Background: an optimization exercise with open tools, aiming at small area and a short achievable clock period. Do not read the settings as production practice.
In this exercise RTL edits were held to simulation tests only and were not proved equivalent to the original.

Setup of main:
==> flow/design.v (excerpt) <==
module spi_frame_receiver
#(
    parameter int SPRITE_NUM    = 16,
    parameter int SPRITE_ADDR_W = 12,
    parameter int QUEUE_DEPTH   = 32,
    parameter int SYNC_STAGES   = 2
) (
    input  logic                            clock,
    input  logic                            reset_n,
    input  logic                            spi_sck,
    input  logic                            spi_mosi,
    input  logic                            spi_cs_n,
    output logic                            spi_miso,
    output logic [$clog2(SPRITE_NUM)-1:0]   sprite_w_select,
    output logic                            sprite_w_en,
    output logic [SPRITE_ADDR_W-1:0]        sprite_w_addr,
    output logic [7:0]                      sprite_w_data,
    input  logic                            dequeue,
    output logic                            is_empty,
    output logic [7:0]                      sprite_id,
    output logic [15:0]                     sprite_x,
    output logic [15:0]                     sprite_y,
    output logic [7:0]                      sprite_scale,
    output logic [$clog2(QUEUE_DEPTH):0]    queue_level,
    output logic                            overflow
);
Size in the first run: ~48000 sq um of cells after synthesis.
==> module draw_fifo, before the edit <==
module draw_fifo
#(
    parameter int  DEPTH = 32
) (
    input  logic                     i_core_clk,
    input  logic                     i_arst_n,
    input  logic                     i_push,
    input  spi_pkg::draw_entry_t     i_push_dat,
    input  logic                     i_pop,
    input  logic                     i_clr,
    output spi_pkg::draw_entry_t     o_head_dat,
    output logic                     o_empty,
    output logic                     o_full,
    output logic [$clog2(DEPTH):0]   o_level,
    output logic                     o_overflow
);
    localparam int RN = 31;      
    logic [RN-1:0][47:0] r_ring;
    logic [47:0]   r_head;
    logic [RN-1:0] r_rd_oh;      
    logic [4:0]    r_phase;
    logic [4:0]    r_wr_neg;
    logic          r_pend;       
    logic [5:0]    r_level;
    logic          r_empty;
    logic          r_full;
    logic          r_ovf;
    logic [47:0]   w_dat;
    logic          w_inject;
    logic          w_pop;
    logic          w_lvl1, w_lvl2, w_lvl31, w_ge2;
    function automatic logic [4:0] inc31(input logic [4:0] v);
        inc31 = (v == 5'd30) ? 5'd0 : v + 5'd1;
    endfunction
    function automatic logic [4:0] dec31(input logic [4:0] v);
        dec31 = (v == 5'd0) ? 5'd30 : v - 5'd1;
    endfunction
    assign w_dat    = i_push_dat;
    assign w_lvl1   = (r_level == 6'd1);
    assign w_lvl2   = (r_level == 6'd2);
    assign w_lvl31  = (r_level == 6'd31);
    assign w_ge2    = ~r_empty & ~w_lvl1;
    assign w_pop    = i_pop & ~r_empty;
    assign w_inject = r_pend & (r_phase == r_wr_neg);
    always_ff @(posedge i_core_clk) begin
        r_ring <= {r_ring[RN-2:0], w_inject ? w_dat : r_ring[RN-1]};
    end
    logic          w_sel_ring;
    logic          w_sel_dat_pop;
    logic          w_sel_dat_keep;
    logic          w_sel_head;
    logic [47:0]   w_pop_val;
    logic [47:0]   w_keep_val;
    assign w_sel_ring     = ~i_clr & w_ge2 & ~(r_pend & w_lvl2);
    assign w_sel_dat_pop  = ~i_clr & ((r_pend & w_lvl2) | (w_lvl1 & i_push));
    assign w_sel_dat_keep = ~i_clr & r_empty & i_push;
    assign w_sel_head     = ~i_clr & ~(r_empty & i_push);
    always_comb begin
        w_pop_val = {48{w_sel_dat_pop}} & w_dat;
        for (int i = 0; i < RN; i++)
            w_pop_val = w_pop_val | ({48{w_sel_ring & r_rd_oh[i]}} & r_ring[i]);
    end
    assign w_keep_val = ({48{w_sel_dat_keep}} & w_dat) | ({48{w_sel_head}} & r_head);
    logic w_ring_push;
    assign w_ring_push = i_push & ~i_clr & ~r_empty & (w_pop ? ~w_lvl1 : ~r_full);
    logic [5:0] w_lvl_inc, w_lvl_dec;
    assign w_lvl_inc = r_level + 6'd1;
    assign w_lvl_dec = r_level - 6'd1;
    always_ff @(posedge i_core_clk or negedge i_arst_n) begin
        if (!i_arst_n) begin
            r_head   <= '0;
            r_rd_oh  <= RN'(1);
            r_phase  <= '0;
            r_wr_neg <= '0;
            r_pend   <= 1'b0;
            r_level  <= '0;
            r_empty  <= 1'b1;
            r_full   <= 1'b0;
            r_ovf    <= 1'b0;
        end else begin
            r_head  <= w_pop ? w_pop_val : w_keep_val;
            r_phase <= inc31(r_phase);
            r_pend  <= w_ring_push | (r_pend & ~w_inject);
            if (i_clr) begin
                r_rd_oh  <= RN'(1);
                r_wr_neg <= inc31(r_phase);
                r_level  <= '0;
                r_empty  <= 1'b1;
                r_full   <= 1'b0;
                r_ovf    <= 1'b0;
            end else begin
                r_rd_oh  <= (w_pop & w_ge2) ? {r_rd_oh[RN-3:0], r_rd_oh[RN-1:RN-2]}
                                            : {r_rd_oh[RN-2:0], r_rd_oh[RN-1]};
                if (w_ring_push) r_wr_neg <= dec31(r_wr_neg);
                if (w_pop) begin
                    r_level <= i_push ? r_level : w_lvl_dec;
                    r_empty <= ~i_push & w_lvl1;
                    r_full  <= i_push & r_full;
                end else begin
                    r_level <= (i_push & ~r_full) ? w_lvl_inc : r_level;
                    r_empty <= r_empty & ~i_push;
                    r_full  <= r_full | (i_push & w_lvl31);
                    if (i_push && r_full) r_ovf <= 1'b1;
                end
            end
        end
    end
    assign o_head_dat = r_head;
    assign o_empty    = r_empty;
    assign o_full     = r_full;
    assign o_level    = r_level;
    assign o_overflow = r_ovf;
endmodule
Settings: LEC_CHECK=0, CAP_MARGIN=20, CORE_MARGIN=2, CORE_UTILIZATION=60, CTS_CLUSTER_DIAMETER=45, CTS_CLUSTER_SIZE=24, PLACE_DENSITY=0.7, SETUP_SLACK_MARGIN=3.0, SLEW_MARGIN=20; clock period 5.5 ns.
run.sh (not shown) runs the stock make flow with config.mk's settings and CLKGATE_MAP_FILE= SYNTH_SCRIPT=/design/flow/synth_recipe.tcl, a recipe that flattens the netlist after the stock synthesis.
Relative to main, the following input files were edited for the feature branch:
-- flow/design.v --
<<< main, line 59
    logic          r_pend;       
    logic [5:0]    r_level;
    logic          r_empty;
    logic          r_full;
    logic          r_ovf;
>>> the feature branch, line 59
    logic          r_pend;       
    logic [5:0]    r_level;
    logic          r_nempty;     
    logic          w_empty;
    logic          r_full;
    logic          r_ovf;
<<< main, line 72
        dec31 = (v == 5'd0) ? 5'd30 : v - 5'd1;
    endfunction
    assign w_dat    = i_push_dat;
    assign w_lvl1   = (r_level == 6'd1);
    assign w_lvl2   = (r_level == 6'd2);
    assign w_lvl31  = (r_level == 6'd31);
    assign w_ge2    = ~r_empty & ~w_lvl1;
    assign w_pop    = i_pop & ~r_empty;
    assign w_inject = r_pend & (r_phase == r_wr_neg);
    always_ff @(posedge i_core_clk) begin
        r_ring <= {r_ring[RN-2:0], w_inject ? w_dat : r_ring[RN-1]};
    end
    logic          w_sel_ring;
    logic          w_sel_dat_pop;
    logic          w_sel_dat_keep;
    logic          w_sel_head;
    logic [47:0]   w_pop_val;
    logic [47:0]   w_keep_val;
    assign w_sel_ring     = ~i_clr & w_ge2 & ~(r_pend & w_lvl2);
    assign w_sel_dat_pop  = ~i_clr & ((r_pend & w_lvl2) | (w_lvl1 & i_push));
    assign w_sel_dat_keep = ~i_clr & r_empty & i_push;
    assign w_sel_head     = ~i_clr & ~(r_empty & i_push);
    always_comb begin
        w_pop_val = {48{w_sel_dat_pop}} & w_dat;
        for (int i = 0; i < RN; i++)
            w_pop_val = w_pop_val | ({48{w_sel_ring & r_rd_oh[i]}} & r_ring[i]);
    end
    assign w_keep_val = ({48{w_sel_dat_keep}} & w_dat) | ({48{w_sel_head}} & r_head);
    logic w_ring_push;
    assign w_ring_push = i_push & ~i_clr & ~r_empty & (w_pop ? ~w_lvl1 : ~r_full);
    logic [5:0] w_lvl_inc, w_lvl_dec;
    assign w_lvl_inc = r_level + 6'd1;
>>> the feature branch, line 73
        dec31 = (v == 5'd0) ? 5'd30 : v - 5'd1;
    endfunction
    assign w_empty  = ~r_nempty;
    assign w_dat    = i_push_dat;
    assign w_lvl1   = (r_level == 6'd1);
    assign w_lvl2   = (r_level == 6'd2);
    assign w_lvl31  = (r_level == 6'd31);
    assign w_ge2    = ~w_empty & ~w_lvl1;
    assign w_pop    = i_pop & ~w_empty;
    assign w_inject = r_pend & (r_phase == r_wr_neg);
    always_ff @(posedge i_core_clk) begin
        r_ring <= {r_ring[RN-2:0], w_inject ? w_dat : r_ring[RN-1]};
    end
    logic          w_take_ring;
    logic          w_take_dat;
    logic          w_take_head;
    logic [47:0]   w_ring_rd;
    assign w_take_ring = ~i_clr & w_pop & w_ge2 & ~(r_pend & w_lvl2);
    assign w_take_dat  = ~i_clr & (w_pop ? ((r_pend & w_lvl2) | (w_lvl1 & i_push))
                                         : (w_empty & i_push));
    assign w_take_head = ~i_clr & ~w_pop & ~(w_empty & i_push);
    always_comb begin
        w_ring_rd = '0;
        for (int i = 0; i < RN; i++)
            w_ring_rd = w_ring_rd | ({48{r_rd_oh[i]}} & r_ring[i]);
    end
    logic w_ring_push;
    assign w_ring_push = i_push & ~i_clr & ~w_empty & (w_pop ? ~w_lvl1 : ~r_full);
    logic [5:0] w_lvl_inc, w_lvl_dec;
    assign w_lvl_inc = r_level + 6'd1;
<<< main, line 111
            r_pend   <= 1'b0;
            r_level  <= '0;
            r_empty  <= 1'b1;
            r_full   <= 1'b0;
            r_ovf    <= 1'b0;
        end else begin
            r_head  <= w_pop ? w_pop_val : w_keep_val;
            r_phase <= inc31(r_phase);
            r_pend  <= w_ring_push | (r_pend & ~w_inject);
>>> the feature branch, line 110
            r_pend   <= 1'b0;
            r_level  <= '0;
            r_nempty <= 1'b0;
            r_full   <= 1'b0;
            r_ovf    <= 1'b0;
        end else begin
            r_head  <= ({48{w_take_ring}} & w_ring_rd) | ({48{w_take_dat}} & w_dat)
                     | ({48{w_take_head}} & r_head);
            r_phase <= inc31(r_phase);
            r_pend  <= w_ring_push | (r_pend & ~w_inject);
<<< main, line 122
                r_wr_neg <= inc31(r_phase);
                r_level  <= '0;
                r_empty  <= 1'b1;
                r_full   <= 1'b0;
                r_ovf    <= 1'b0;
>>> the feature branch, line 122
                r_wr_neg <= inc31(r_phase);
                r_level  <= '0;
                r_nempty <= 1'b0;
                r_full   <= 1'b0;
                r_ovf    <= 1'b0;
<<< main, line 131
                if (w_pop) begin
                    r_level <= i_push ? r_level : w_lvl_dec;
                    r_empty <= ~i_push & w_lvl1;
                    r_full  <= i_push & r_full;
                end else begin
                    r_level <= (i_push & ~r_full) ? w_lvl_inc : r_level;
                    r_empty <= r_empty & ~i_push;
                    r_full  <= r_full | (i_push & w_lvl31);
                    if (i_push && r_full) r_ovf <= 1'b1;
>>> the feature branch, line 131
                if (w_pop) begin
                    r_level <= i_push ? r_level : w_lvl_dec;
                    r_nempty <= i_push | ~w_lvl1;
                    r_full  <= i_push & r_full;
                end else begin
                    r_level <= (i_push & ~r_full) ? w_lvl_inc : r_level;
                    r_nempty <= r_nempty | i_push;
                    r_full  <= r_full | (i_push & w_lvl31);
                    if (i_push && r_full) r_ovf <= 1'b1;
<<< main, line 143
    end
    assign o_head_dat = r_head;
    assign o_empty    = r_empty;
    assign o_full     = r_full;
    assign o_level    = r_level;
>>> the feature branch, line 143
    end
    assign o_head_dat = r_head;
    assign o_empty    = w_empty;
    assign o_full     = r_full;
    assign o_level    = r_level;
==> comparison <==
- Sort main and the feature branch by synthesized area desc -> top: main
- Diff main -> the feature branch: core utilization rose 0.23 points; synthesized instance count fell 90; maximum resistive drop on vdd rose about 6%.
- Die: the feature branch smaller than main

## port drivers added, routing unchanged
The flow's constraints put no driver on any port. The routed layouts listed below were extracted and timed again, unchanged, in two steps. Step 1 (the two cells are an assumption about what drives the block):
set clk [get_ports {clock}]
set_driving_cell -lib_cell sky130_fd_sc_hd__clkbuf_16 $clk
set_driving_cell -lib_cell sky130_fd_sc_hd__buf_2 [delete_from_list [all_inputs] $clk]
Step 2, shift: input delay + t, output delay - t, t = (earliest + latest rising clock arrival at the registers) / 2. This alone moves slack from input paths to output paths. Three values: ideal, step 1, step 2; two values: the first two.
run | t, ns | slack for setup (ns) | worst setup path after step 2 | worst slew at a driven data input, ns | pins driven straight from the clock port
main | 0.808 | 2.941 / 2.873 / 2.267 | input to register | 0.08 | 1
the feature branch | 0.801 | 3.001 / 2.967 / 2.300 | input to register | 0.05 | 1
After both steps every run listed still meets setup and hold. The setup slack of the feature branch, which loses most, moves by -0.034 ns with the drivers and by -0.701 ns with both steps.
